From an optimization exercise on the open Yosys and OpenROAD flow, aimed at small area; shortcuts taken in it are not production practice.
RTL that was checked went through simulation tests only; none was proved equivalent to the original.
Power is estimated from default activity; no workload was simulated.

Setup of the previous run:
==> flow/design.v (excerpt) <==
module ray_gen
#(
  parameter int WIDTH  = 320,
  parameter int HEIGHT = 240
) (
  input  logic                            clk,
  input  logic                            reset,
  input  logic                            i_start,
  input  logic signed [0:2][31:0]         i_eye,
  input  logic signed [0:2][31:0]         i_base,
  input  logic signed [0:2][31:0]         i_du,
  input  logic signed [0:2][31:0]         i_dv,
  output logic signed [0:1][0:2][31:0]    o_ray,
  output logic                            o_valid,
  input  logic                            i_ready,
  output logic [$clog2(WIDTH+1)-1:0]      o_px,
  output logic [$clog2(HEIGHT+1)-1:0]     o_py,
  output logic                            o_last,
  output logic                            o_busy,
  output logic                            o_done,
  output logic                            o_overflow
);
Size in the first run: roughly 500 flip-flops, roughly 600 I/O pins.
==> flow/config.mk <==
export PLATFORM = sky130hd
export DESIGN_NAME = ray_gen
export DESIGN_NICKNAME = ray_gen
export VERILOG_FILES = /design/flow/design.v
export SDC_FILE = /design/flow/constraint.sdc
export NUM_CORES = 4
export LEC_CHECK = 0
export CAP_MARGIN = 20
export CORE_MARGIN = 2
export CORE_UTILIZATION = 40
export CTS_BUF_LIST = sky130_fd_sc_hd__clkbuf_4
export CTS_CLUSTER_DIAMETER = 50
export CTS_CLUSTER_SIZE = 10
export SLEW_MARGIN = 20
==> flow/constraint.sdc <==
create_clock -name core_clock -period 5.0 [get_ports {clk}]
set_input_delay 1.0000 -clock core_clock [delete_from_list [all_inputs] [get_ports {clk}]]
set_output_delay 1.0000 -clock core_clock [all_outputs]
set_load 0.01 [all_outputs]
standard.sh (not shown) runs the stock make flow with config.mk's settings and CLKGATE_MAP_FILE= SYNTH_SCRIPT=/design/flow/synth_recipe.tcl, a recipe that flattens the netlist after the stock synthesis.
==> flow/flow/run.sh <==
#!/bin/bash
set -euo pipefail
export BUFFER_PORTS_ARGS="-buffer_cell sky130_fd_sc_hd__buf_1"
bash standard.sh > standard.log 2>&1
--- input diff the previous run..the current run ---
Settings: CTS_CLUSTER_DIAMETER changed from 50 to 60; CTS_BUF_LIST changed from sky130_fd_sc_hd__clkbuf_4 to sky130_fd_sc_hd__clkbuf_8; CTS_CLUSTER_SIZE changed from 10 to 16.
Findings:
- The previous run has a higher met1 track demand over resource than the current run.
- Diff the current run..the previous run | distinct cell type count of the synthesized netlist | unchanged
- Compared with the previous run, the current run shows a fraction of layout instances using a drive strength above 1 that is 1.1 points lower.
- The lower total power came out of the current run.
- First-pass GRT wire length came out lower on the current run than on the previous run.
- Sort the previous run and the current run by clock period minus worst slack, descending, and the previous run comes first.
- Delta(global-route usage, the current run - the previous run) < 0
Function was not checked in any run of this note: the RTL went through the layout flow alone.

---

## before
The RTL this note starts from:
==> flow/design.v <==
package ray_pkg;
  typedef logic signed [31:0] fip32_t;
  typedef fip32_t [0:2] vec3_t;
  typedef vec3_t [0:1] ray_t;
  localparam fip32_t FIP_ONE = 32'sh0001_0000;
  typedef enum logic {
    IDLE = 1'b0,
    RUN  = 1'b1
  } state_t;
endpackage
module fip_32_adder (
  input  logic signed [31:0] a,
  input  logic signed [31:0] b,
  output logic signed [31:0] sum,
  output logic               overflow
);
  localparam int N = 32;
  localparam int L = 5;   
  logic [N-1:0] p;
  logic [N-1:0] g;
  logic [N-1:0] gu [0:L];
  logic [N-1:0] pu [0:L];
  logic [N-1:0] gd [0:L-1];
  logic [N-1:0] pd [0:L-1];
  logic [N-1:0] an, bn, sn;
  assign an = ~a;
  assign bn = ~b;
  assign p = an ^ bn;
  assign g = {an[N-1:1] & bn[N-1:1], (an[0] & bn[0]) | (an[0] ^ bn[0])};
  assign gu[0] = g;
  assign pu[0] = p;
  for (genvar l = 0; l < L; l++) begin : g_up
    for (genvar i = 0; i < N; i++) begin : g_bit
      if ((i + 1) % (2 << l) == 0) begin : g_node
        assign gu[l+1][i] = gu[l][i] | (pu[l][i] & gu[l][i - (1 << l)]);
        assign pu[l+1][i] = pu[l][i] & pu[l][i - (1 << l)];
      end else begin : g_pass
        assign gu[l+1][i] = gu[l][i];
        assign pu[l+1][i] = pu[l][i];
      end
    end
  end
  for (genvar k = 0; k < L - 1; k++) begin : g_dn
    localparam int l = L - 2 - k;
    for (genvar i = 0; i < N; i++) begin : g_bit
      if (((i + 1) % (2 << l) == (1 << l)) && (i >= (2 << l))) begin : g_node
        if (k == 0) begin : g_first
          assign gd[k][i] = gu[L][i] | (pu[L][i] & gu[L][i - (1 << l)]);
          assign pd[k][i] = pu[L][i] & pu[L][i - (1 << l)];
        end else begin : g_next
          assign gd[k][i] = gd[k-1][i] | (pd[k-1][i] & gd[k-1][i - (1 << l)]);
          assign pd[k][i] = pd[k-1][i] & pd[k-1][i - (1 << l)];
        end
      end else begin : g_pass
        if (k == 0) begin : g_first
          assign gd[k][i] = gu[L][i];
          assign pd[k][i] = pu[L][i];
        end else begin : g_next
          assign gd[k][i] = gd[k-1][i];
          assign pd[k][i] = pd[k-1][i];
        end
      end
    end
  end
  assign sn[0] = ~p[0];
  for (genvar i = 1; i < N; i++) begin : g_sum
    assign sn[i] = p[i] ^ gd[L-2][i-1];
  end
  assign sum = ~sn;
  assign overflow = (a[31] == b[31]) && (sum[31] != a[31]);
endmodule
module ray_gen_vec3_add
(
  input  logic signed [0:2][31:0] a,
  input  logic signed [0:2][31:0] b,
  output logic signed [0:2][31:0] sum,
  output logic                    overflow
);
  logic [2:0] comp_ovf;
  for (genvar c = 0; c < 3; c++) begin : g_comp
    fip_32_adder u_add (
      .a        (a[c]),
      .b        (b[c]),
      .sum      (sum[c]),
      .overflow (comp_ovf[c])
    );
  end
  assign overflow = |comp_ovf;
endmodule
module ray_gen
#(
  parameter int WIDTH  = 320,
  parameter int HEIGHT = 240
) (
  input  logic                            clk,
  input  logic                            reset,
  input  logic                            i_start,
  input  logic signed [0:2][31:0]         i_eye,
  input  logic signed [0:2][31:0]         i_base,
  input  logic signed [0:2][31:0]         i_du,
  input  logic signed [0:2][31:0]         i_dv,
  output logic signed [0:1][0:2][31:0]    o_ray,
  output logic                            o_valid,
  input  logic                            i_ready,
  output logic [$clog2(WIDTH+1)-1:0]      o_px,
  output logic [$clog2(HEIGHT+1)-1:0]     o_py,
  output logic                            o_last,
  output logic                            o_busy,
  output logic                            o_done,
  output logic                            o_overflow
);
  localparam int PXW = $clog2(WIDTH + 1);
  localparam int PYW = $clog2(HEIGHT + 1);
  localparam logic [PXW-1:0] PX_LAST = PXW'(WIDTH - 1);
  localparam logic [PYW-1:0] PY_LAST = PYW'(HEIGHT - 1);
  logic            run;
  ray_pkg::vec3_t  eye_q;
  ray_pkg::vec3_t  du_q;
  ray_pkg::vec3_t  dv_q;
  ray_pkg::vec3_t  dir_q;
  ray_pkg::vec3_t  row_base_q;
  ray_pkg::vec3_t  add_a;
  ray_pkg::vec3_t  add_b;
  ray_pkg::vec3_t  add_sum;
  logic            add_ovf;
  logic row_end;
  logic last_px;
  logic run_d;
  logic row_end_d;
  logic sel_dir;    
  logic sel_row;    
  assign last_px = row_end && (o_py == PY_LAST);
  logic a_dir, a_row, b_du, b_dv;
  assign a_dir = sel_dir | (sel_row & !i_ready);
  assign a_row = sel_row & i_ready;
  assign b_du  = sel_dir & i_ready;
  assign b_dv  = sel_row & i_ready;
  assign add_a = ({96{a_dir}} & dir_q) | ({96{a_row}} & row_base_q) | ({96{!run}} & i_base);
  assign add_b = ({96{b_du}} & du_q) | ({96{b_dv}} & dv_q);
  ray_gen_vec3_add u_add (
    .a        (add_a),
    .b        (add_b),
    .sum      (add_sum),
    .overflow (add_ovf)
  );
  assign o_ray[0] = eye_q;
  assign o_ray[1] = dir_q;
  assign o_valid  = run;
  assign o_busy   = run;
  assign o_last   = last_px;
  always_comb begin
    if (!run) begin
      run_d     = i_start;
      row_end_d = (WIDTH == 1);
    end else if (i_ready) begin
      run_d     = !last_px;
      row_end_d = row_end ? (WIDTH == 1) : (o_px == PX_LAST - 1'b1);
    end else begin
      run_d     = 1'b1;
      row_end_d = row_end;
    end
  end
  always_ff @(posedge clk or posedge reset) begin
    if (reset) begin
      run        <= 1'b0;
      sel_dir    <= 1'b0;
      sel_row    <= 1'b0;
      o_done     <= 1'b0;
      o_overflow <= 1'b0;
    end else begin
      run     <= run_d;
      sel_dir <= run_d && !row_end_d;
      sel_row <= run_d && row_end_d;
      o_done  <= run && i_ready && last_px;
      if (!run) begin
        if (i_start) o_overflow <= 1'b0;
      end else if (i_ready && !last_px) begin
        o_overflow <= o_overflow | add_ovf;
      end
    end
  end
  always_ff @(posedge clk) begin
    if (!run) begin
      eye_q <= i_eye;
      du_q  <= i_du;
      dv_q  <= i_dv;
      o_px  <= '0;
      o_py  <= '0;
    end else if (i_ready) begin
      if (row_end) begin
        o_px <= '0;
        o_py <= o_py + 1'b1;
      end else begin
        o_px <= o_px + 1'b1;
      end
    end
  end
  always_ff @(posedge clk) begin
    row_end <= row_end_d;
    dir_q   <= add_sum;
    if (o_px == '0) row_base_q <= dir_q;
  end
endmodule
==> flow/config.mk <==
export PLATFORM = sky130hd
export DESIGN_NAME = ray_gen
export DESIGN_NICKNAME = ray_gen
export VERILOG_FILES = /design/flow/design.v
export SDC_FILE = /design/flow/constraint.sdc
export NUM_CORES = 4
export LEC_CHECK = 0
export CAP_MARGIN = 20
export CORE_MARGIN = 2
export CORE_UTILIZATION = 55
export CTS_BUF_LIST = sky130_fd_sc_hd__clkbuf_16
export CTS_CLUSTER_DIAMETER = 70
export CTS_CLUSTER_SIZE = 24
export PLACE_DENSITY = 0.65
export SLEW_MARGIN = 20
==> flow/constraint.sdc <==
create_clock -name core_clock -period 5.0 [get_ports {clk}]
set_input_delay 1.0000 -clock core_clock [delete_from_list [all_inputs] [get_ports {clk}]]
set_output_delay 1.0000 -clock core_clock [all_outputs]
set_load 0.01 [all_outputs]
Scripts as last shown in full above: flow/flow/run.sh
Looking at the reports, before completed the entire flow and the layout it produced met the timing, design-rule and antenna checks.
diff inputs: before => after
- swapping 0.65 for 0.75 in PLACE_DENSITY
- swapping 70 for 60 in CTS_CLUSTER_DIAMETER
- swapping 24 for 16 in CTS_CLUSTER_SIZE
- swapping 55 for 65 in CORE_UTILIZATION
- swapping sky130_fd_sc_hd__clkbuf_16 for sky130_fd_sc_hd__clkbuf_8 in CTS_BUF_LIST
[summary]
Cmp before and after / post-route total power / lower: after. The relative contribution of sequential cells to total power of after exceeds that of before by 2.8 points. Setup slack: after more than before. Compared with before, in after CTS clock-pin slew for the worst setup and hold paths rose 0.02 ns; fraction of power spent switching nets picked up an extra 1.2 points; logic depth of the worst setup path including buffers dropped 1.

-- separate check: timing with driven ports --
The results above use ideal ports. As a check the final layouts listed here were re-extracted and re-timed, cells and wires unchanged.
Step 1 (the two cells are an assumption about what drives the block):
set clk [get_ports {clk}]
set_driving_cell -lib_cell sky130_fd_sc_hd__clkbuf_16 $clk
set_driving_cell -lib_cell sky130_fd_sc_hd__buf_2 [delete_from_list [all_inputs] $clk]
Step 2 adds t to the input delays and takes it off the output delays; t is the mean of the earliest and latest rising clock arrival at the registers after step 1. Input paths then give back, and output paths get back, about the clock's delay inside the block.
Three values: ideal, step 1, step 2; two values: the first two.
run | t, ns | slack for setup (ns) | slew at the worst register clock pin (ns) | worst data-port slew with drivers (ns)
the previous run | 0.881 | 0.323 / 0.323 / 0.131 | 0.12 / 0.12 | 0.10
the current run | 0.678 | 0.338 / 0.338 / 0.141 | 0.10 / 0.10 | 0.10
before | 0.595 | 0.401 / 0.424 / -0.171 | 0.09 / 0.09 | 0.14
after | 0.617 | 0.484 / 0.482 / -0.135 | 0.11 / 0.11 | 0.15
Met with ideal ports but missed after step 2: setup timing in before and after. For after, which loses most, drivers alone change the setup slack by -0.002 ns; drivers and shift together by -0.619 ns.
